What follows belongs to an exercise in optimizing a design on an open flow for a short achievable clock period and few clock cycles; a production flow would make more cautious choices. In this exercise RTL edits were held to simulation tests only and were not proved equivalent to the original. Power figures rest on the tool's default switching activity, not on a simulated workload.

==> flow/design.v <==
`default_nettype none
package swarq_pkg;
  localparam int unsigned WindowSlotsDef = 16;
  localparam int unsigned SeqW    = 32;
  localparam int unsigned HandleW = 16;
  localparam int unsigned LenW    = 16;
  localparam int unsigned CountW  = 5;
  localparam logic [1:0] REQ_DATA = 2'd0;
  localparam logic [1:0] REQ_ACK  = 2'd1;
  localparam logic [1:0] REQ_SENT = 2'd2;
  localparam logic [1:0] KIND_DELIVER = 2'd0;
  localparam logic [1:0] KIND_ACK     = 2'd1;
  localparam logic [1:0] KIND_STATUS  = 2'd2;
  typedef struct packed {
    logic [1:0]         req_type;
    logic [SeqW-1:0]    seq;
    logic [HandleW-1:0] payload_handle;
    logic [LenW-1:0]    payload_len;
  } in_req_t;
  typedef struct packed {
    logic [1:0]         result_kind;
    logic [HandleW-1:0] deliver_handle;
    logic [LenW-1:0]    deliver_len;
    logic [SeqW-1:0]    ack_seq;
    logic               accepted;
    logic [CountW-1:0]  freed_count;
    logic [CountW-1:0]  outstanding_count;
    logic               window_full;
    logic               closing;
    logic               last;
  } out_rsp_t;
  typedef struct packed {
    logic [HandleW-1:0] handle;
    logic [LenW-1:0]    len;
  } slot_data_t;
  typedef enum logic [2:0] {
    ST_IDLE,
    ST_DIFF,
    ST_EVAL,
    ST_DRAIN,
    ST_ACK,
    ST_CLOSE_ACK,
    ST_STATUS
  } state_e;
endpackage
`default_nettype wire
`default_nettype none
module swarq_slot_store #(
  parameter int unsigned WindowSlots = swarq_pkg::WindowSlotsDef,
  parameter int unsigned IdxW        = $clog2(WindowSlots)
) (
  input  wire                      clk_i,
  input  wire                      rst_ni,
  input  wire                      wr_en_i,
  input  wire  [IdxW-1:0]          wr_idx_i,
  input  wire  [31:0]              wr_data_i,
  input  wire                      clr_en_i,
  input  wire  [WindowSlots-1:0]   rd_oh_i,
  output logic                     rd_valid_o,
  output logic [31:0]              rd_data_o
);
  logic [WindowSlots-1:0]         valid_q;
  logic [WindowSlots-1:0][31:0]   data_q;
  logic                           wr_pend_q;
  logic [IdxW-1:0]                wr_idx_q;
  logic [31:0]                    wr_data_q;
  always_ff @(posedge clk_i or negedge rst_ni) begin
    if (!rst_ni) begin
      valid_q   <= '0;
      wr_pend_q <= 1'b0;
    end else begin
      wr_pend_q <= wr_en_i;
      for (int i = 0; i < WindowSlots; i++) begin
        if (wr_en_i && wr_idx_i == IdxW'(i)) begin
          valid_q[i] <= 1'b1;
        end else if (clr_en_i && rd_oh_i[i]) begin
          valid_q[i] <= 1'b0;
        end
      end
    end
  end
  always_ff @(posedge clk_i) begin
    wr_idx_q  <= wr_idx_i;
    wr_data_q <= wr_data_i;
    for (int i = 0; i < WindowSlots; i++) begin
      if (wr_pend_q && wr_idx_q == IdxW'(i)) begin
        data_q[i] <= wr_data_q;
      end
    end
  end
  always_comb begin
    rd_valid_o = 1'b0;
    rd_data_o  = '0;
    for (int i = 0; i < WindowSlots; i++) begin
      rd_valid_o = rd_valid_o | (valid_q[i] & rd_oh_i[i]);
      rd_data_o  = rd_data_o | (data_q[i] & {32{rd_oh_i[i]}});
    end
  end
endmodule
`default_nettype wire
`default_nettype none
module sliding_window_arq_endpoint #(
  parameter int unsigned WindowSlots = swarq_pkg::WindowSlotsDef
) (
  input  wire                   clk_i,
  input  wire                   rst_ni,
  input  wire                   in_valid_i,
  output logic                  in_ready_o,
  input  wire  [65:0]           in_req_i,
  output logic                  out_valid_o,
  input  wire                   out_ready_i,
  output logic [79:0]           out_rsp_o
);
  localparam int unsigned IdxW = $clog2(WindowSlots);
  typedef enum logic [1:0] {
    S_E,
    S_DRAIN,
    S_CLOSE
  } st_e;
  logic        in_ready_q;
  logic        h_valid_q, t_valid_q;
  logic [65:0] h_q, t_q;
  logic        push, pop, h_free;
  logic [31:0] expected_q, expm1_q;
  logic [27:0] exp_hp1_q;
  logic [15:0] head_q;
  logic [31:0] tx_base_q, tx_top_q;
  logic [27:0] tx_hp1_q;
  logic        tx_chg_q;
  logic [4:0]  outst_q;
  logic        closed_q;
  st_e         st_q;
  logic        acc_q;
  logic        out_valid_q, sk_valid_q;
  logic [79:0] out_q, sk_q;
  logic        emit;
  logic [79:0] rsp;
  logic        out_take;
  logic [1:0]  h_type;
  logic [31:0] h_seq;
  logic [15:0] h_handle, h_len;
  logic        len_zero;
  assign h_type   = h_q[65:64];
  assign h_seq    = h_q[63:32];
  assign h_handle = h_q[31:16];
  assign h_len    = h_q[15:0];
  assign len_zero = (h_len == 16'd0);
  logic rx_hi_eq, rx_hi_eq1, rx_lo_ge, rx_lo_eq, rx_in_win, rx_hit;
  assign rx_hi_eq  = (h_seq[31:4] == expected_q[31:4]);
  assign rx_hi_eq1 = (h_seq[31:4] == exp_hp1_q);
  assign rx_lo_ge  = (h_seq[3:0] >= expected_q[3:0]);
  assign rx_lo_eq  = (h_seq[3:0] == expected_q[3:0]);
  assign rx_in_win = (rx_hi_eq & rx_lo_ge) | (rx_hi_eq1 & ~rx_lo_ge);
  assign rx_hit    = rx_hi_eq & rx_lo_eq;
  logic tx_hi_eq, tx_hi_eq1, tx_lo_ge, tx_in_win;
  logic [3:0]  tx_off;
  logic [4:0]  tx_offp1;
  logic        tx_le;
  logic [4:0]  freed;
  logic [4:0]  ack_outst;
  logic [31:0] seq_p1;
  assign tx_hi_eq  = (h_seq[31:4] == tx_base_q[31:4]);
  assign tx_hi_eq1 = (h_seq[31:4] == tx_hp1_q);
  assign tx_lo_ge  = (h_seq[3:0] >= tx_base_q[3:0]);
  assign tx_in_win = (tx_hi_eq & tx_lo_ge) | (tx_hi_eq1 & ~tx_lo_ge);
  assign tx_off    = h_seq[3:0] - tx_base_q[3:0];
  assign tx_offp1  = {1'b0, tx_off} + 5'd1;
  assign tx_le     = (tx_offp1 <= outst_q);
  assign freed     = !tx_in_win ? 5'd0 : (tx_le ? tx_offp1 : outst_q);
  assign ack_outst = !tx_in_win ? outst_q : (tx_le ? (outst_q - tx_offp1) : 5'd0);
  assign seq_p1    = h_seq + 32'd1;
  logic        slot_wr_en, slot_clr_en, slot_rd_valid;
  logic [31:0] slot_rd_data;
  swarq_slot_store #(
    .WindowSlots (WindowSlots),
    .IdxW        (IdxW)
  ) u_slots (
    .clk_i      (clk_i),
    .rst_ni     (rst_ni),
    .wr_en_i    (slot_wr_en),
    .wr_idx_i   (h_seq[IdxW-1:0]),
    .wr_data_i  ({h_handle, h_len}),
    .clr_en_i   (slot_clr_en),
    .rd_oh_i    (head_q),
    .rd_valid_o (slot_rd_valid),
    .rd_data_o  (slot_rd_data)
  );
  logic go;
  logic deliver;
  logic tx_upd;
  logic sent_inc;
  logic set_closed;
  st_e  st_d;
  logic acc_d;
  assign go = !sk_valid_q;
  always_comb begin
    rsp         = '0;
    emit        = 1'b0;
    pop         = 1'b0;
    deliver     = 1'b0;
    tx_upd      = 1'b0;
    sent_inc    = 1'b0;
    set_closed  = 1'b0;
    slot_wr_en  = 1'b0;
    slot_clr_en = 1'b0;
    st_d        = st_q;
    acc_d       = acc_q;
    rsp[7:3]    = outst_q;
    rsp[1]      = closed_q;
    case (st_q)
      S_E: begin
        if (h_valid_q && go) begin
          case (h_type)
            swarq_pkg::REQ_DATA: begin
              emit       = 1'b1;
              set_closed = len_zero;
              rsp[1]     = closed_q | len_zero;
              rsp[13]    = rx_in_win;
              acc_d      = rx_in_win;
              if (rx_hit) begin
                rsp[79:78] = swarq_pkg::KIND_DELIVER;
                rsp[77:62] = h_handle;
                rsp[61:46] = h_len;
                deliver    = 1'b1;
                st_d       = S_DRAIN;
              end else begin
                slot_wr_en = rx_in_win;
                rsp[79:78] = swarq_pkg::KIND_ACK;
                rsp[45:14] = expm1_q;
                rsp[0]     = !len_zero;
                if (len_zero) begin
                  st_d = S_CLOSE;
                end else begin
                  pop = 1'b1;
                end
              end
            end
            swarq_pkg::REQ_ACK: begin
              if (!tx_chg_q) begin
                emit       = 1'b1;
                pop        = 1'b1;
                tx_upd     = tx_in_win;
                rsp[79:78] = swarq_pkg::KIND_STATUS;
                rsp[13]    = tx_in_win;
                rsp[12:8]  = freed;
                rsp[7:3]   = ack_outst;
                rsp[0]     = 1'b1;
              end
            end
            default: begin
              emit       = 1'b1;
              pop        = 1'b1;
              sent_inc   = !outst_q[4];
              rsp[79:78] = swarq_pkg::KIND_STATUS;
              rsp[7:3]   = outst_q[4] ? outst_q : outst_q + 5'd1;
              rsp[2]     = outst_q[4];
              rsp[0]     = 1'b1;
            end
          endcase
        end
      end
      S_DRAIN: begin
        if (go) begin
          emit    = 1'b1;
          rsp[13] = 1'b1;
          if (slot_rd_valid) begin
            rsp[79:78]  = swarq_pkg::KIND_DELIVER;
            rsp[77:46]  = slot_rd_data;
            deliver     = 1'b1;
            slot_clr_en = 1'b1;
          end else begin
            rsp[79:78] = swarq_pkg::KIND_ACK;
            rsp[45:14] = expm1_q;
            rsp[0]     = !len_zero;
            if (len_zero) begin
              st_d = S_CLOSE;
            end else begin
              st_d = S_E;
              pop  = 1'b1;
            end
          end
        end
      end
      default: begin
        if (go) begin
          emit       = 1'b1;
          pop        = 1'b1;
          st_d       = S_E;
          rsp[79:78] = swarq_pkg::KIND_ACK;
          rsp[45:14] = expm1_q;
          rsp[13]    = acc_q;
          rsp[0]     = 1'b1;
        end
      end
    endcase
  end
  always_ff @(posedge clk_i or negedge rst_ni) begin
    if (!rst_ni) begin
      st_q       <= S_E;
      expected_q <= '0;
      expm1_q    <= '1;
      exp_hp1_q  <= 28'd1;
      head_q     <= 16'd1;
      tx_base_q  <= '0;
      tx_top_q   <= '0;
      tx_hp1_q   <= 28'd1;
      tx_chg_q   <= 1'b0;
      outst_q    <= '0;
      closed_q   <= 1'b0;
    end else begin
      st_q      <= st_d;
      exp_hp1_q <= expected_q[31:4] + 28'd1;
      tx_hp1_q  <= tx_base_q[31:4] + 28'd1;
      tx_chg_q  <= tx_upd;
      if (deliver) begin
        expected_q <= expected_q + 32'd1;
        expm1_q    <= expected_q;
        head_q     <= {head_q[14:0], head_q[15]};
      end
      if (tx_upd) begin
        tx_base_q <= tx_le ? seq_p1 : tx_top_q;
        outst_q   <= ack_outst;
      end
      if (sent_inc) begin
        tx_top_q <= tx_top_q + 32'd1;
        outst_q  <= outst_q + 5'd1;
      end
      if (set_closed) begin
        closed_q <= 1'b1;
      end
    end
  end
  always_ff @(posedge clk_i) begin
    acc_q <= acc_d;
  end
  assign push   = in_valid_i && in_ready_q && (in_req_i[65:64] != 2'd3);
  assign h_free = !h_valid_q || pop;
  always_ff @(posedge clk_i or negedge rst_ni) begin
    if (!rst_ni) begin
      h_valid_q  <= 1'b0;
      t_valid_q  <= 1'b0;
      in_ready_q <= 1'b1;
    end else begin
      if (h_free) begin
        h_valid_q <= t_valid_q || push;
        t_valid_q <= 1'b0;
        in_ready_q <= 1'b1;
      end else begin
        if (!t_valid_q) begin
          t_valid_q <= push;
        end
        in_ready_q <= !(t_valid_q || push);
      end
    end
  end
  always_ff @(posedge clk_i) begin
    if (!t_valid_q) begin
      t_q <= in_req_i;
    end
    if (h_free) begin
      h_q <= t_valid_q ? t_q : in_req_i;
    end
  end
  assign in_ready_o = in_ready_q;
  assign out_take = !out_valid_q || out_ready_i;
  always_ff @(posedge clk_i or negedge rst_ni) begin
    if (!rst_ni) begin
      out_valid_q <= 1'b0;
      sk_valid_q  <= 1'b0;
    end else begin
      if (out_take) begin
        out_valid_q <= sk_valid_q || emit;
        sk_valid_q  <= 1'b0;
      end else if (emit) begin
        sk_valid_q  <= 1'b1;
      end
    end
  end
  always_ff @(posedge clk_i) begin
    if (!sk_valid_q) begin
      sk_q <= rsp;
    end
    if (out_take) begin
      out_q <= sk_valid_q ? sk_q : rsp;
    end
  end
  assign out_valid_o = out_valid_q;
  assign out_rsp_o   = out_q;
endmodule
`default_nettype wire
==> flow/run.sh <==
#!/bin/bash
# synth_recipe.tcl (not shown) runs the flow's synth.tcl, then flattens the netlist and writes it again
# the make line also repeats each setting of config.mk as NAME=value (left out here)
make -C /OpenROAD-flow-scripts/flow DESIGN_CONFIG=/design/flow/config.mk WORK_HOME=/design/flow/orfs CLKGATE_MAP_FILE= SYNTH_SCRIPT=/design/flow/synth_recipe.tcl finish
==> flow/config.mk <==
export PLATFORM = sky130hd
export DESIGN_NAME = sliding_window_arq_endpoint
export DESIGN_NICKNAME = sliding_window_arq_endpoint
export VERILOG_FILES = /design/flow/design.v
export SDC_FILE = /design/flow/constraint.sdc
export NUM_CORES = 4
export LEC_CHECK = 0
export ABC_CLOCK_PERIOD_IN_PS = 1500
export CAP_MARGIN = 20
export CORE_MARGIN = 2
export CORE_UTILIZATION = 40
export SETUP_SLACK_MARGIN = 5
export SLEW_MARGIN = 20
export TNS_END_PERCENT = 100
==> flow/constraint.sdc <==
create_clock -name core_clock -period 8.0 [get_ports {clk_i}]
set_input_delay 1.6000 -clock core_clock [delete_from_list [all_inputs] [get_ports {clk_i}]]
set_output_delay 1.6000 -clock core_clock [all_outputs]
set_load 0.01 [all_outputs]
==> parameters.txt, run 1 <==
Parameter                              Value

Status
  Outcome  timing/DRC/antenna clean

Clock network
  H-tree levels    3
  Register clock-pin slew on the reported worst setup and hold paths    about 60 ps
  Clock root buffer master    sky130_fd_sc_hd__clkbuf_16
  Clock latency of the later-clocked register in the worst-skew pair    between 600 and 700 ps
  CTS tree    done
  Maximum buffer depth of the clock tree    3
  Total clock sinks    roughly 1100
  Clock buffer count from CTS    roughly 110

Logic synthesis
  Leading register cell type out of synthesis    sky130_fd_sc_hd__edfxtp_1
  Synthesized instance count    2832
  Synthesized area per cell    14.4 µm²
  Proportion of synthesized flip-flops having asynchronous set or reset    21.5%
  Yosys warning count    2
  EDFF count, synth    659
  Number of storage elements in the synthesis netlist    1072
  Netlist area before placement    just over 40000 µm²
  Seq/Total Area, Yosys    71.5%
  Post-synth cell types    73
  Post-synthesis net count    a little under 3000

Timing
  Final hold violation count    0
  Max-slew headroom at the worst pin    37.5%
  Setup total negative slack    0 ps
  Fin. max-slew vios    0
  Unrepaired setup endpoints after global routing    yes
  Worst Tran Pin Value    about 940 ps
  Worst Clk Skew    between 20 and 30 ps
  Maximum operating frequency    0.330 GHz
  Hold Worst Slack    around 370 ps
  # setup viols final    0
  Post-route minimum period    about 3000 ps
  Final period utilization    37.9%

Finish
  Signed area change from the synthesized netlist to the final layout    19.7%
  Design area    49000 µm²
  Most common cell after layout, fill and taps aside    sky130_fd_sc_hd__edfxtp_1
  Number of nets in the layout    roughly 3200
  Highest-count cells in the layout ignoring fill and taps    sky130_fd_sc_hd__edfxtp_1 (659), sky130_fd_sc_hd__nand2_1 (205), sky130_fd_sc_hd__dfrtp_1 (186), sky130_fd_sc_hd__dfxtp_1 (182), sky130_fd_sc_hd__a221oi_1 (156)
  Proportion of layout cells with a drive suffix above 1    a little under a fifth

Power
  Clock group share of total power    a little under a third
  Psw    5.01 mW
  Net switching share of the total power    a little under a third
  Internal power summed over all cells    about 12 mW
  Static leakage    18.0 nW
  IR Drop Worst-Case VDD    0.180 mV
  Power Dens Cells    340 nW/µm²
  Share of power burned in registers    a little under half
  Part of the total power dissipated in combinational logic    around a fifth

Floorplan
  Core region area    102000 µm²
  Overall die area    around 100000 µm²
  Top Ports    approximately 150
  Initial Util    40.3%
  Height of the die    between 300 and 400 µm
  Number of rows in the core area    roughly 120
  Horizontal die dimension    between 300 and 400 µm

Critical path
  Critical setup path kind    reg -> reg
  CP Data Arrival Time    roughly 3500 ps
  Critical path endpoint category    flop
  Largest driver fanout on the critical path    7
  Launching element type of the critical path    flop
  Crit path required time    roughly 8400 ps

Global routing
  Global-route wire length before repair    around 170000 µm
  Initial antenna violation count    2
  Total grt overflow    0
  Largest net degree at the start of global routing    between 90 and 100
  Number of global-route vias before repair    ~25000
  Overall global routing resource usage    between 20 and 25%

Detailed routing
  Via count    25300
  Via count normalized by instance count    ~5.6
  Total detailed-routing wirelength    about 120000 µm
  DRC violation count after routing    0
  Remaining antenna violation count    0
  Violation count after the first detailed-routing iteration    slightly above 3000
  DRT Pass-1 Iters    6
  Post-detailed-route wirelength per cell    approximately 25 µm

Place
  Placed Area    44000 µm²
  Placed wire-length estimate    65100 µm
  Placer congestion estimate    roughly 0.87
  I/O Buffers    about 150

Job
  Max Cap Violations    0

Hold path
  Worst hold path type    reg -> reg
[flip-flops by register name, indices dropped and copies added (netlist names), 66 cells and up]
signal / count
out_q: 80
h_q: 66
sk_q: 80
t_q: 66
u_slots.data_q: 512
[cells in the mapped netlist (24+ instances only)]
cell	number	area, µm²
sky130_fd_sc_hd__a21oi_1	73	365
sky130_fd_sc_hd__a221oi_1	161	1410
sky130_fd_sc_hd__a22o_1	130	1140
sky130_fd_sc_hd__and3_1	24	150
sky130_fd_sc_hd__buf_2	36	180
sky130_fd_sc_hd__clkbuf_1	134	503
sky130_fd_sc_hd__dfrtp_1	195	4880
sky130_fd_sc_hd__dfstp_2	36	946
sky130_fd_sc_hd__dfxtp_1	182	3640
sky130_fd_sc_hd__edfxtp_1	659	19800
sky130_fd_sc_hd__ha_1	24	300
sky130_fd_sc_hd__inv_1	80	300
sky130_fd_sc_hd__mux2_2	94	1060
sky130_fd_sc_hd__nand2_1	206	773
sky130_fd_sc_hd__nand3_1	59	295
sky130_fd_sc_hd__nand4_1	65	407
sky130_fd_sc_hd__nor2_1	88	330
sky130_fd_sc_hd__nor4_1	30	188
sky130_fd_sc_hd__o21ai_0	120	601
sky130_fd_sc_hd__xnor2_1	129	1130
sky130_fd_sc_hd__xor2_1	134	1170
[worst max-delay path, cell delays in order (launching register included)]
cell and delay, ps:
sky130_fd_sc_hd__edfxtp_1 550, sky130_fd_sc_hd__buf_4 210, sky130_fd_sc_hd__xnor2_1 130, sky130_fd_sc_hd__nand4_1 120
sky130_fd_sc_hd__nor4_1 470, sky130_fd_sc_hd__and3_2 380, sky130_fd_sc_hd__o21ai_2 150, sky130_fd_sc_hd__a311o_1 420
sky130_fd_sc_hd__o31a_1 330
[path summary, 6_finish.rpt]
check,cells past startpoint,slack (ps),to,start
max,8,4970,out_q[4]$_DFFE_PN_,h_q[49]$_DFFE_PP_
min,0,370,u_slots.wr_data_q[31]$_DFF_P_,h_q[31]$_DFFE_PP_
max reg2reg,8,4970,out_q[4]$_DFFE_PN_,h_q[49]$_DFFE_PP_
min reg2reg,0,370,u_slots.wr_data_q[31]$_DFF_P_,h_q[31]$_DFFE_PP_
max in group asynchronous,2,5540,head_q[2]$_DFFE_PN0P_,rst_ni
min in group asynchronous,1,950,expected_q[21]$_DFFE_PN0P_,rst_ni
[cells by family (layout without fill, tap and decap cells)]
| group | after synthesis | in the layout | synth area share [%] |
|---|---|---|---|
| DFF | 1072 | 1072 | 71.5 |
| and+or+nand+nor | 564 | 565 | 6.92 |
| AOI/OAI and AO/OA | 539 | 546 | 9.69 |
| buffers and inverters | 265 | 588 | 2.61 |
| xor gates and xnor gates | 263 | 263 | 5.63 |
| muxes | 103 | 103 | 2.81 |
| adders and majority gates | 26 | 26 | 0.832 |
| other | 0 | 1 | 0 |
[power by group through the flow]
stage / sequential [mW] / combinational (mW) / clock, mW
2_1_floorplan: 7.61 / 1.83 / 0
3_3_place_gp: 8.15 / 2.39 / 0
3_5_place_dp: 8.21 / 2.43 / 0
4_1_cts: 8.04 / 2.87 / 5.25
5_1_grt: 8.03 / 3.78 / 5.48
6_report: 7.94 / 3.54 / 5.17
[through the flow]
stage               std cells  power (mW)  utilization (%)  setup slack (ps)
global placement         4212        10.5             43.3              4110
detailed placement       4213        10.6             43.3              4030
floorplan                2832        9.44                -              4860
global route             4531        17.3             48.2              4870
finish                   4532        16.6             48.2              4970
CTS                      4454        16.2             47.4              4950
[area by class of cell]
type                       instances  area, µm²
multi-input combinational       1503      11300
inverter                          81        310
tap                             1368       1710
sequential                      1072      29300
timing repair buffer             305       2760
antenna                            1       2.50
clock inverter                    64        699
fill                            8684      52600
clock buffer                     138       2950
[per-layer routing]
layer  GRT usage [%]  routed length [µm]  vias to the layer above
met5               0                  13                        -
met4            5.80                2370                        2
met3            4.76               10300                      165
met2            32.9               51800                     1143
met1            31.3               50800                    12900
li1                -                   -                    11100
[timing repair]
action / 4_1_cts / 5_1_grt
pin swaps: 16 / 24
cloned: 6 / 3
hold buffers: 0 / 0
resized for setup: 203 / 60
buffers inserted: 33 / 74
endpoints found under the setup margin: 382 / 275
Testbench counts, summed over its fixed seeds: cycles 5,855.
==> run 2, diff against run 1 <==
--- a/flow/config.mk
+++ b/flow/config.mk
@@ -6,5 +6,5 @@
 export NUM_CORES = 4
 export LEC_CHECK = 0
-export ABC_CLOCK_PERIOD_IN_PS = 1500
+export ABC_CLOCK_PERIOD_IN_PS = 2500
 export CAP_MARGIN = 20
 export CORE_MARGIN = 2
@@ -12,3 +12,2 @@
 export SETUP_SLACK_MARGIN = 5
 export SLEW_MARGIN = 20
-export TNS_END_PERCENT = 100
==> run 2 against run 1 <==
  * Clock skew unchanged
  * Synthesized cell count is the same
  * Highest routed layer unchanged
  * Sequential share of layout area did not move
  * Largest cell class unchanged
  * Global-route usage stayed put
  * Critical path type unchanged
  * Sequential power hardly changed
  * Critical path depth unchanged
  * Clock power hardly changed
==> parameters.txt, run 2 <==
Parameter                              Value

Finish
  Proportion of layout cells with a drive suffix above 1    around a fifth
  Final Util    about half
  Fill cells    just under 9000
  Highest-count cells in the layout ignoring fill and taps    sky130_fd_sc_hd__edfxtp_1 (659), sky130_fd_sc_hd__nand2_1 (205), sky130_fd_sc_hd__dfrtp_1 (186), sky130_fd_sc_hd__dfxtp_1 (182), sky130_fd_sc_hd__a221oi_1 (156)
  Max reg flops    just over 500
  Number of nets in the layout    3166
  Most common cell after layout, fill and taps aside    sky130_fd_sc_hd__edfxtp_1
  Design area    just under 50000 µm²
  Largest registers    u_slots.data_q (512), out_q (80), sk_q (80)
  Signed area change from the synthesized netlist to the final layout    19.7%
  Biggest register    u_slots.data_q
  Non-filler cells, final    roughly 4500

Floorplan
  Horizontal die dimension    approximately 320 µm
  Top Ports    between 150 and 200
  Overall die area    roughly 100000 µm²
  Core region area    102000 µm²
  Initial Util    roughly two fifths
  Number of rows in the core area    about 120
  Height of the die    roughly 320 µm

Timing
  Final period utilization    between 30% and 40%
  Maximum operating frequency    0.330 GHz
  # setup viols final    0
  Worst Clk Skew    29.1 ps
  Unrepaired setup endpoints after global routing    yes
  Setup total negative slack    0 ps
  Post-route minimum period    between 3000 and 4000 ps
  Final hold violation count    0
  Max-slew headroom at the worst pin    37.5%
  Hold Worst Slack    between 300 and 400 ps
  Minimum setup slack in the final design    about 5000 ps
  Fin. max-slew vios    0
  Worst Tran Pin Value    938 ps

Clock network
  CTS tree    done
  Total clock sinks    between 1000 and 1500
  H-tree levels    3
  Register clock-pin slew on the reported worst setup and hold paths    60 ps
  Clock root buffer master    sky130_fd_sc_hd__clkbuf_16
  Maximum buffer depth of the clock tree    3
  Clock buffer count from CTS    between 100 and 150
  Hold buffer count at CTS    0
  Clock latency of the later-clocked register in the worst-skew pair    ~700 ps

Logic synthesis
  Post-synth cell types    73
  Post-synthesis net count    2928
  Yosys warning count    2
  Netlist area before placement    between 40000 and 50000 µm²
  Cell with the most instances after synthesis    sky130_fd_sc_hd__edfxtp_1
  EDFF count, synth    659
  Cell type with the highest aggregate area in the netlist    sky130_fd_sc_hd__edfxtp_1
  Ranking of synthesized cells by area    sky130_fd_sc_hd__edfxtp_1 (48%), sky130_fd_sc_hd__dfrtp_1 (12%), sky130_fd_sc_hd__dfxtp_1 (8.9%)
  Seq/Total Area, Yosys    about 70%
  Leading register cell type out of synthesis    sky130_fd_sc_hd__edfxtp_1
  Synthesized instance count    ~2800
  Proportion of synthesized flip-flops having asynchronous set or reset    between 20% and 30%
  Fraction of post-synthesis cell area in the top cell type by area    between 40% and 50%
  Most instantiated cells after synthesis    sky130_fd_sc_hd__edfxtp_1 (659), sky130_fd_sc_hd__nand2_1 (206), sky130_fd_sc_hd__dfrtp_1 (195), sky130_fd_sc_hd__dfxtp_1 (182), sky130_fd_sc_hd__a221oi_1 (161)
  Synthesized area per cell    between 10 and 15 µm²
  Number of storage elements in the synthesis netlist    1072

Critical path
  Launching element type of the critical path    flop
  CP Data Arrival Time    3450 ps
  Critical path endpoint category    flop
  Crit path launch    h_q[49]$_DFFE_PP_
  Crit path required time    8420 ps
  Flop-to-flop setup slack    between 4000 and 5000 ps
  R2r endpoint    out_q[4]$_DFFE_PN_
  Worst reg2reg path depth    8
  Critical setup path kind    reg -> reg
  Worst reg2reg path startpoint    h_q[49]$_DFFE_PP_
  Largest driver fanout on the critical path    7

Power
  Share of power burned in registers    a little under half
  Overall Power    between 15 and 20 mW
  Part of the total power dissipated in combinational logic    a little over a fifth
  Power Dens Cells    340 nW/µm²
  Static leakage    approximately 18 nW
  Psw    between 5 and 6 mW
  IR Drop Worst-Case VDD    roughly 0.18 mV
  Clock group share of total power    31.1%
  Internal power summed over all cells    around 12 mW
  Net switching share of the total power    a little under a third

Global routing
  Largest net degree at the start of global routing    95
  Global-route wire length before repair    ~170000 µm
  Number of global-route vias before repair    roughly 25000
  Overall global routing resource usage    between 20% and 30%
  Initial antenna violation count    2
  Total grt overflow    0

Detailed routing
  DRC violation count after routing    0
  Violation count after the first detailed-routing iteration    between 3000 and 4000
  Via count normalized by instance count    5.57
  Via count    between 20000 and 30000
  Post-detailed-route wirelength per cell    ~25 µm
  DRT Pass-1 Iters    6
  Total detailed-routing wirelength    roughly 120000 µm
  Remaining antenna violation count    0

Place
  Placed cell count    about 4200
  Worst slack at placement    just over 4000 ps
  Placed wire-length estimate    65100 µm
  Placed Area    44000 µm²
  Placer congestion estimate    ~0.87
  I/O Buffers    151

Hold path
  Min-Delay Path Depth    0
  Hold Path End    u_slots.wr_data_q[31]$_DFF_P_
  Worst hold path type    reg -> reg
  Hold wc startpoint    h_q[31]$_DFFE_PP_

Status
  Outcome  timing/DRC/antenna clean

Job
  Max Cap Violations    0
run 2: cell counts in the layout (fill, tap and decap cells not counted):
Identical to the previous run, type by type.
run 2: power by group through the flow:
stage          combinational, mW  clock, mW  sequential [mW]
2_1_floorplan               1.83          0             7.61
3_3_place_gp                2.39          0             8.15
3_5_place_dp                2.43          0             8.21
4_1_cts                     2.87       5.25             8.04
5_1_grt                     3.78       5.48             8.03
6_report                    3.54       5.17             7.94
run 2: what timing repair did:
action                                  in CTS  in global routing
resized for setup                          203                 60
endpoints found under the setup margin     382                275
pin swaps                                   16                 24
setup buffers                               33                 74
gates cloned                                 6                  3
run 2: cell families after synthesis:
group           share of synthesized area, %
flops                                   71.5
simple gates                            6.92
compound gates                          9.69
fa+ha+maj                              0.832
buf+inv                                 2.61
xor+xnor                                5.63
mux                                     2.81
run 2: layout make-up:
cell class	instances	area, µm²	share of cell area (%)
multi-input cells	1503	11300	23.0
diodes	1	2.50	0.00511
clock inverters	64	699	1.43
inverters	81	310	0.634
repair buffers	305	2760	5.63
flip-flops and latches	1072	29300	59.8
clock buffers	138	2950	6.02
well taps	1368	1710	3.50
run 2: how the worst max path moves through the flow:
stage                                 to  depth (start not counted)
2_1_floorplan        out_q[10]$_DFFE_PN_                         14
3_3_place_gp          out_q[3]$_DFFE_PN_                         12
3_5_place_dp         out_q[12]$_DFFE_PN_                         11
4_1_cts                       in_ready_o                          1
5_1_grt        tx_base_q[24]$_DFFE_PN0P_                         13
6_report              out_q[4]$_DFFE_PN_                          8
run 2: critical path, stage by stage (launching register included):
cell	delay [ps]
sky130_fd_sc_hd__edfxtp_1	550
sky130_fd_sc_hd__buf_4	210
sky130_fd_sc_hd__xnor2_1	130
sky130_fd_sc_hd__nand4_1	120
sky130_fd_sc_hd__nor4_1	470
sky130_fd_sc_hd__and3_2	380
sky130_fd_sc_hd__o21ai_2	150
sky130_fd_sc_hd__a311o_1	420
sky130_fd_sc_hd__o31a_1	330
run 2: layer usage:
metal  global-route usage (%)  part of all wire (%)
met1                     31.3                    44
met2                     32.9                    45
met3                     4.76                   8.9
met4                     5.80                   2.1
met5                        0                 0.011
==> run 3, diff against run 2 <==
--- a/flow/config.mk
+++ b/flow/config.mk
@@ -6,8 +6,6 @@
 export NUM_CORES = 4
 export LEC_CHECK = 0
-export ABC_CLOCK_PERIOD_IN_PS = 2500
 export CAP_MARGIN = 20
 export CORE_MARGIN = 2
 export CORE_UTILIZATION = 40
-export SETUP_SLACK_MARGIN = 5
 export SLEW_MARGIN = 20
==> run 3 against run 2 <==
  * First-iteration DRC count is 11% lower
  * Register-to-register slack worse by 1100 ps
  * Setup slack worse by 1100 ps
  * Utilization is 1.3 points lower
  * Routed wire length is 5.3% lower
  * Cell count is 2.4% lower
  * Synthesized cell count stayed put
  * Critical endpoint is now out_q[12]$_DFFE_PN_
==> parameters.txt, run 3 <==
Parameter                              Value

Status
  Outcome  timing/DRC/antenna clean

Global routing
  Total grt overflow    0
  Number of global-route vias before repair    24500
  Largest net degree at the start of global routing    109
  Initial antenna violation count    5
  Overall global routing resource usage    20.7%
  Global-route wire length before repair    161000 µm

Finish
  Max reg flops    a little over 500
  Highest-count cells in the layout ignoring fill and taps    sky130_fd_sc_hd__edfxtp_1 (659), sky130_fd_sc_hd__nand2_1 (206), sky130_fd_sc_hd__dfrtp_1 (183), sky130_fd_sc_hd__dfxtp_1 (182), sky130_fd_sc_hd__a221oi_1 (161)
  Biggest register    u_slots.data_q
  Most common cell after layout, fill and taps aside    sky130_fd_sc_hd__edfxtp_1
  Fill cells    8839
  Count of inserted antenna diode cells    0
  Signed area change from the synthesized netlist to the final layout    16.4%
  Number of nets in the layout    slightly above 3000
  Proportion of layout cells with a drive suffix above 1    between 10% and 20%
  Largest registers    u_slots.data_q (512), out_q (80), sk_q (80)

Timing
  Unrepaired setup endpoints after global routing    no
  Hold Worst Slack    ~370 ps
  Fin. max-slew vios    0
  Final period utilization    52.0%
  Worst Clk Skew    around 41 ps
  Minimum setup slack in the final design    approximately 3800 ps
  Post-route minimum period    4160 ps
  Setup total negative slack    0 ps
  Worst Tran Pin Value    1120 ps
  Final hold violation count    0
  # setup viols final    0
  Maximum operating frequency    roughly 0.24 GHz
  Max-slew headroom at the worst pin    between 20 and 25%

Critical path
  CP Data Arrival Time    ~4600 ps
  Launching element type of the critical path    flop
  Flop-to-flop setup slack    roughly 3800 ps
  Largest driver fanout on the critical path    57
  Worst reg2reg path startpoint    h_q[32]$_DFFE_PP_
  Critical setup path kind    reg -> reg
  Critical Path End    out_q[12]$_DFFE_PN_
  Critical path endpoint category    flop
  R2r endpoint    out_q[12]$_DFFE_PN_
  Crit path required time    roughly 8400 ps
  Crit path launch    h_q[32]$_DFFE_PP_
  Worst reg2reg path depth    12

Detailed routing
  DRC violation count after routing    0
  Remaining antenna violation count    0
  Post-detailed-route wirelength per cell    24.7 µm
  Violation count after the first detailed-routing iteration    roughly 2700
  Total detailed-routing wirelength    between 100000 and 150000 µm
  DRT Pass-1 Iters    5
  Via count    about 25000
  Via count normalized by instance count    ~5.6

Place
  Placed wire-length estimate    64100 µm
  I/O Buffers    ~150
  Worst slack at placement    between 3000 and 4000 ps
  Placer congestion estimate    between 0.8 and 0.9

Logic synthesis
  Leading register cell type out of synthesis    sky130_fd_sc_hd__edfxtp_1
  Post-synth cell types    73
  Netlist area before placement    approximately 41000 µm²
  Most instantiated cells after synthesis    sky130_fd_sc_hd__edfxtp_1 (659), sky130_fd_sc_hd__nand2_1 (206), sky130_fd_sc_hd__dfrtp_1 (195), sky130_fd_sc_hd__dfxtp_1 (182), sky130_fd_sc_hd__a221oi_1 (161)
  Post-synthesis net count    2928
  Ranking of synthesized cells by area    sky130_fd_sc_hd__edfxtp_1 (48%), sky130_fd_sc_hd__dfrtp_1 (12%), sky130_fd_sc_hd__dfxtp_1 (8.9%)
  Fraction of post-synthesis cell area in the top cell type by area    between 40% and 50%
  Seq/Total Area, Yosys    between 70% and 80%
  Cell with the most instances after synthesis    sky130_fd_sc_hd__edfxtp_1
  Synthesized instance count    roughly 2800
  Synthesized area per cell    14.4 µm²
  Proportion of synthesized flip-flops having asynchronous set or reset    a little over a fifth
  EDFF count, synth    about 660
  Number of storage elements in the synthesis netlist    approximately 1100
  Yosys warning count    2
  Cell type with the highest aggregate area in the netlist    sky130_fd_sc_hd__edfxtp_1

Clock network
  Clock root buffer master    sky130_fd_sc_hd__clkbuf_16
  Hold buffer count at CTS    0
  Register clock-pin slew on the reported worst setup and hold paths    ~60 ps
  H-tree levels    3
  Maximum buffer depth of the clock tree    3
  Clock buffer count from CTS    around 110
  Number of setup buffers added after CTS    0
  PostCTS Resize Cnt    0
  Clock latency of the later-clocked register in the worst-skew pair    720 ps
  CTS tree    done
  Total clock sinks    1072

Floorplan
  Number of rows in the core area    ~120
  Horizontal die dimension    about 320 µm
  Initial Util    about two fifths
  Core region area    roughly 100000 µm²
  Top Ports    between 150 and 200
  Height of the die    324 µm
  Overall die area    105000 µm²

Power
  Clock group share of total power    approximately 33%
  Psw    between 4 and 5 mW
  Power Dens Cells    around 330 nW/µm²
  Net switching share of the total power    between 20 and 30%
  Part of the total power dissipated in combinational logic    between 10% and 20%
  Share of power burned in registers    around 52%
  IR Drop Worst-Case VDD    between 0.2 and 0.25 mV
  Static leakage    17.2 nW
  Internal power summed over all cells    11.0 mW

Hold path
  Worst hold path type    reg -> reg
  Hold wc startpoint    h_q[18]$_DFFE_PP_
  Min-Delay Path Depth    0

Job
  Max Cap Violations    0
run 3: cell counts after synthesis:
Identical to the previous run, type by type.
run 3: logic make-up after synthesis:
kind of cell / count (synthesis) / share of synthesized area (%)
AO/OA/AOI/OAI: 539 / 9.69
XOR/XNOR: 263 / 5.63
adder cells (fa/ha/maj): 26 / 0.832
buffers and inverters: 265 / 2.61
flip-flops: 1072 / 71.5
multiplexers: 103 / 2.81
AND/OR/NAND/NOR: 564 / 6.92
run 3: how the worst min path moves through the flow:
stage | endpoint | slack (ps)
global route | u_slots.wr_data_q[20]$_DFF_P_ | 380
CTS | u_slots.wr_data_q[28]$_DFF_P_ | 370
detailed placement | u_slots.wr_data_q[16]$_DFF_P_ | 360
global placement | u_slots.wr_data_q[25]$_DFF_P_ | 360
floorplan | u_slots.wr_data_q[16]$_DFF_P_ | 350
finish | u_slots.wr_data_q[18]$_DFF_P_ | 370
run 3: per-layer routing:
| metal | share of wire, % | global-route usage [%] | up-vias |
|---|---|---|---|
| met1 | 46 | 31.5 | 12500 |
| met3 | 8.8 | 3.80 | 163 |
| met5 | 0 | 0 | - |
| li1 | - | - | 10900 |
| met4 | 2.3 | 5.80 | 0 |
| met2 | 43 | 30.4 | 1086 |
run 3: area by class of cell:
type / count / area (µm²) / area share, %
sequential: 1072 / 29300 / 61.5
multi-input combinational: 1495 / 10800 / 22.6
clock buffer: 143 / 2990 / 6.27
timing repair buffer: 201 / 1910 / 4.01
tap: 1368 / 1710 / 3.59
clock inverter: 61 / 693 / 1.46
inverter: 81 / 305 / 0.641
run 3: worst max-delay path, stage by stage, from the launching register on:
cell and delay, ps:
sky130_fd_sc_hd__edfxtp_1 490, sky130_fd_sc_hd__inv_1 150, sky130_fd_sc_hd__ha_1 210, sky130_fd_sc_hd__inv_1 90
sky130_fd_sc_hd__fa_1 440, sky130_fd_sc_hd__ha_1 280, sky130_fd_sc_hd__inv_1 140, sky130_fd_sc_hd__ha_1 260
sky130_fd_sc_hd__a21o_1 160, sky130_fd_sc_hd__a21oi_1 230, sky130_fd_sc_hd__o21a_2 920, sky130_fd_sc_hd__o21ai_0 270
sky130_fd_sc_hd__a22o_1 260
run 3: metrics by stage:
step	area (µm²)	util, %	cells	total power, mW
2_1_floorplan	40900	-	2832	9.34
3_3_place_gp	43900	43.2	4215	10.5
3_5_place_dp	43900	43.2	4215	10.5
4_1_cts	47600	46.8	4419	15.7
5_1_grt	47600	46.9	4421	16.3
6_report	47600	46.9	4421	15.6
run 3: power groups by stage:
stage | combinational [mW] | clock [mW] | sequential (mW)
floorplan | 1.72 | 0 | 7.62
finish | 2.38 | 5.14 | 8.10
global route | 2.62 | 5.45 | 8.20
CTS | 2.36 | 5.23 | 8.11
detailed placement | 2.34 | 0 | 8.20
global placement | 2.32 | 0 | 8.15
==> run 4, diff against run 3 <==
==> flow/flow/run.sh (new file) <==
#!/bin/bash
# Standard layout with a larger setup repair target; all tool output goes to flow.log.
set -euo pipefail
bash standard.sh SETUP_SLACK_MARGIN=6.5 finish > flow.log 2>&1
==> flow/standard.sh (new file) <==
#!/bin/bash
# synth_recipe.tcl (not shown) runs the flow's synth.tcl, then flattens the netlist and writes it again
# the make line also repeats each setting of config.mk as NAME=value (left out here)
make -C /OpenROAD-flow-scripts/flow DESIGN_CONFIG=/design/flow/config.mk WORK_HOME=/design/flow/orfs CLKGATE_MAP_FILE= SYNTH_SCRIPT=/design/flow/synth_recipe.tcl "${@:-finish}"
--- a/flow/config.mk
+++ b/flow/config.mk
@@ -9,3 +9,5 @@
 export CORE_MARGIN = 2
 export CORE_UTILIZATION = 40
+export SETUP_SLACK_MARGIN = 5
 export SLEW_MARGIN = 20
+export TNS_END_PERCENT = 100
removed: flow/run.sh
==> run 4 against run 3 <==
  * Highest routed layer unchanged
  * Maximum frequency is 32% higher
  * Clock power is 0.8% lower
  * Still clean on timing, DRC and antenna
  * Utilization is 8.7 points higher
==> parameters.txt, run 4 <==
Parameter                              Value

Clock network
  Register clock-pin slew on the reported worst setup and hold paths    ~60 ps
  CTS tree    done
  Total clock sinks    ~1100
  Clock latency of the later-clocked register in the worst-skew pair    slightly above 700 ps
  Clock buffer count from CTS    108
  Maximum buffer depth of the clock tree    3
  H-tree levels    3
  Clock root buffer master    sky130_fd_sc_hd__clkbuf_16
  Hold buffer count at CTS    0

Finish
  Highest-count cells in the layout ignoring fill and taps    sky130_fd_sc_hd__edfxtp_1 (659), sky130_fd_sc_hd__dfxtp_1 (178), sky130_fd_sc_hd__buf_4 (169), sky130_fd_sc_hd__buf_6 (152), sky130_fd_sc_hd__dfrtp_1 (150)
  Biggest register    u_slots.data_q
  Area used by sequential logic in the layout    roughly 30000 µm²
  Largest registers    u_slots.data_q (512), out_q (80), sk_q (80)
  Count of inserted antenna diode cells    0
  Max reg flops    slightly above 500
  Proportion of layout cells with a drive suffix above 1    about 40%
  Signed area change from the synthesized netlist to the final layout    38.1%
  Number of nets in the layout    3450
  Most common cell after layout, fill and taps aside    sky130_fd_sc_hd__edfxtp_1
  Fill cells    around 7700
  Area used by multi-input combinational logic    14200 µm²

Timing
  Final period utilization    between 30% and 40%
  Maximum operating frequency    ~0.32 GHz
  Final hold violation count    0
  Max-slew headroom at the worst pin    a little over a third
  Unrepaired setup endpoints after global routing    yes
  Fin. max-slew vios    0
  Worst Tran Pin Value    967 ps
  # setup viols final    0
  Setup total negative slack    0 ps
  Worst Clk Skew    around 77 ps
  Post-route minimum period    3150 ps

Job
  Max Cap Violations    0

Logic synthesis
  EDFF count, synth    between 600 and 700
  Post-synth cell types    73
  Synthesized area per cell    roughly 14 µm²
  Netlist area before placement    40900 µm²
  Cell with the most instances after synthesis    sky130_fd_sc_hd__edfxtp_1
  Post-synthesis net count    2928
  Yosys warning count    2
  Number of storage elements in the synthesis netlist    1072
  Proportion of synthesized flip-flops having asynchronous set or reset    a little over a fifth
  Synthesized instance count    2832
  Leading register cell type out of synthesis    sky130_fd_sc_hd__edfxtp_1
  Fraction of post-synthesis cell area in the top cell type by area    approximately half
  Ranking of synthesized cells by area    sky130_fd_sc_hd__edfxtp_1 (48%), sky130_fd_sc_hd__dfrtp_1 (12%), sky130_fd_sc_hd__dfxtp_1 (8.9%)
  Seq/Total Area, Yosys    about 72%
  Most instantiated cells after synthesis    sky130_fd_sc_hd__edfxtp_1 (659), sky130_fd_sc_hd__nand2_1 (206), sky130_fd_sc_hd__dfrtp_1 (195), sky130_fd_sc_hd__dfxtp_1 (182), sky130_fd_sc_hd__a221oi_1 (161)
  Cell type with the highest aggregate area in the netlist    sky130_fd_sc_hd__edfxtp_1

Global routing
  Global routing usage on met2    just under 40%
  Busiest layer in global routing    met2
  Overall global routing resource usage    24.5%
  Initial antenna violation count    3
  Number of global-route vias before repair    27300
  Global-route wire length before repair    roughly 190000 µm
  Met1 track demand over resource in global routing    between 30 and 40%
  Met3 demand-to-capacity share in global routing    under 10%
  Largest net degree at the start of global routing    73
  Total grt overflow    0

Detailed routing
  Violation count after the first detailed-routing iteration    ~3300
  Remaining antenna violation count    0
  DRT Pass-1 Iters    6
  Via count    around 28000
  Total detailed-routing wirelength    138000 µm
  Via count normalized by instance count    5.73
  Post-detailed-route wirelength per cell    ~29 µm
  DRC violation count after routing    0

Power
  Internal power summed over all cells    approximately 12 mW
  Part of the total power dissipated in combinational logic    27.4%
  Power Dens Cells    319 nW/µm²
  Static leakage    21.7 nW
  Clock group share of total power    between 20% and 30%
  Overall Power    approximately 18 mW
  Psw    approximately 5.8 mW
  IR Drop Worst-Case VDD    0.237 mV
  Share of power burned in registers    between 40 and 50%
  Net switching share of the total power    32.0%

Critical path
  Worst reg2reg path depth    14
  Crit path required time    8550 ps
  Critical path endpoint category    flop
  Critical setup path kind    reg -> reg
  CP Data Arrival Time    3700 ps
  Largest driver fanout on the critical path    14
  Launching element type of the critical path    flop

Floorplan
  Overall die area    about 100000 µm²
  Number of rows in the core area    117
  Initial Util    between 40 and 50%
  Core region area    approximately 100000 µm²
  Horizontal die dimension    roughly 320 µm
  Height of the die    324 µm
  Top Ports    around 150

Hold path
  Min-Delay Path Depth    0
  Worst hold path type    reg -> reg

Place
  I/O Buffers    roughly 150
  Placer congestion estimate    0.847
  Placed wire-length estimate    around 63000 µm

Status
  Outcome  timing/DRC/antenna clean
[run 4: cell count changes in the layout (fill, tap and decap cells not counted), moves of 68 or more]
cell and delta:
sky130_fd_sc_hd__buf_12 +79, sky130_fd_sc_hd__buf_2 +88, sky130_fd_sc_hd__buf_4 +122, sky130_fd_sc_hd__buf_6 +150, sky130_fd_sc_hd__clkdlybuf4s50_1 -149, sky130_fd_sc_hd__mux2_2 -93, sky130_fd_sc_hd__mux2_4 +94, sky130_fd_sc_hd__nand2_1 -68
sky130_fd_sc_hd__o21ai_0 -97
[run 4: kinds of logic (layout without fill, tap and decap cells)]
kind of cell	after synthesis	after routing	share of synthesized area, %
fa+ha+maj	26	26	0.832
compound gates	539	545	9.69
flops	1072	1072	71.5
mux	103	103	2.81
xor+xnor	263	263	5.63
simple gates	564	570	6.92
buf+inv	265	870	2.61
[run 4: layout make-up]
type / instances / share of cell area [%]
Inverter: 81 / 0.565
Clock inverter: 67 / 1.09
Tap cell: 1368 / 3.03
Sequential cell: 1072 / 51.9
Clock buffer: 138 / 5.25
Multi-Input combinational cell: 1507 / 25.1
Timing Repair inverter: 1 / 0.0133
Timing Repair Buffer: 583 / 13.0
[run 4: final timing paths]
| check | from | to | slack [ps] |
|---|---|---|---|
| max | h_q[32]$_DFFE_PP_ | tx_base_q[22]$_DFFE_PN0P_ | 4850 |
| min | h_q[28]$_DFFE_PP_ | u_slots.wr_data_q[28]$_DFF_P_ | 410 |
| max reg2reg | h_q[32]$_DFFE_PP_ | tx_base_q[22]$_DFFE_PN0P_ | 4850 |
| min reg2reg | h_q[28]$_DFFE_PP_ | u_slots.wr_data_q[28]$_DFF_P_ | 410 |
| max in group asynchronous | rst_ni | expected_q[17]$_DFFE_PN0P_ | 6540 |
| min in group asynchronous | rst_ni | expected_q[26]$_DFFE_PN0P_ | 800 |
[run 4: metal layers]
metal	vias up	wire, µm
met5	-	0
met4	0	4660
met3	271	14800
met2	1531	64300
met1	14100	53800
li1	11700	-
[run 4: repair_timing]
action / in CTS / in global routing
setup endpoints to repair: 1389 / 1044
endpoints found under the hold margin: 0 / 0
pin swaps: 130 / 124
setup buffers: 209 / 105
resized for setup: 1230 / 252
gates cloned: 54 / 36
[run 4: power groups by stage]
| stage | clock network, mW | logic (mW) | registers, mW |
|---|---|---|---|
| 3_5_place_dp | 0 | 2.50 | 8.21 |
| 4_1_cts | 5.13 | 4.15 | 7.93 |
| 3_3_place_gp | 0 | 2.48 | 8.13 |
| 5_1_grt | 5.38 | 5.20 | 8.06 |
| 6_report | 5.10 | 4.94 | 7.98 |
| 2_1_floorplan | 0 | 1.95 | 7.65 |
[run 4: stage by stage]
step / hold WS [ps] / worst slack [ps] / util, % / cell area, µm² / cells
after floorplan: 367 / 4910 / - / 42400 / 2832
after global placement: 383 / 3620 / 44.1 / 44800 / 4208
after detailed placement: 379 / 3630 / 44.1 / 44800 / 4208
after CTS: 415 / 4930 / 52.7 / 53600 / 4676
after global routing: 427 / 4810 / 55.6 / 56500 / 4817
final: 415 / 4850 / 55.6 / 56500 / 4817
[run 4: worst max-delay path, stage by stage (launching register included)]
cell and delay (ps):
sky130_fd_sc_hd__edfxtp_1 430, sky130_fd_sc_hd__inv_2 110, sky130_fd_sc_hd__ha_4 130, sky130_fd_sc_hd__inv_4 40
sky130_fd_sc_hd__fa_2 440, sky130_fd_sc_hd__xor2_4 190, sky130_fd_sc_hd__buf_4 170, sky130_fd_sc_hd__xnor2_4 150
sky130_fd_sc_hd__ha_4 310, sky130_fd_sc_hd__a21oi_4 80, sky130_fd_sc_hd__buf_12 140, sky130_fd_sc_hd__o21ai_4 270
sky130_fd_sc_hd__buf_12 200, sky130_fd_sc_hd__mux2i_1 230, sky130_fd_sc_hd__o21ai_1 80

## port drivers added, routing unchanged
In the flow no input, the clock included, has a driving cell. The finished layouts below were timed again as built, in two steps. Step 1: set_driving_cell puts a clkbuf_16 on clk_i and a buf_2 on each other input, an assumption about the parent block. Step 2 moves the port delays by t, midway between the first and last clock arrival at a register: inputs arrive t later, outputs are due t later. That takes back most of the time a late clock gives input paths. Slacks: no drivers / after step 1 / after step 2; pairs: no drivers / after step 1.
run | t, ns | slack for setup (ns) | hold slack, ns | slew at the worst register clock pin (ns)
run 1 | 0.744 | 4.970 / 4.909 / 4.553 | 0.373 / 0.373 / 0.373 | 0.07 / 0.07
run 2 | 0.744 | 4.970 / 4.909 / 4.553 | 0.373 / 0.373 / 0.373 | 0.07 / 0.07
run 3 | 0.760 | 3.839 / 3.839 / 3.839 | 0.370 / 0.370 / 0.370 | 0.07 / 0.07
run 4 | 0.752 | 4.853 / 4.853 / 4.853 | 0.415 / 0.415 / 0.415 | 0.07 / 0.07
After both steps setup and hold are still met in every run listed.
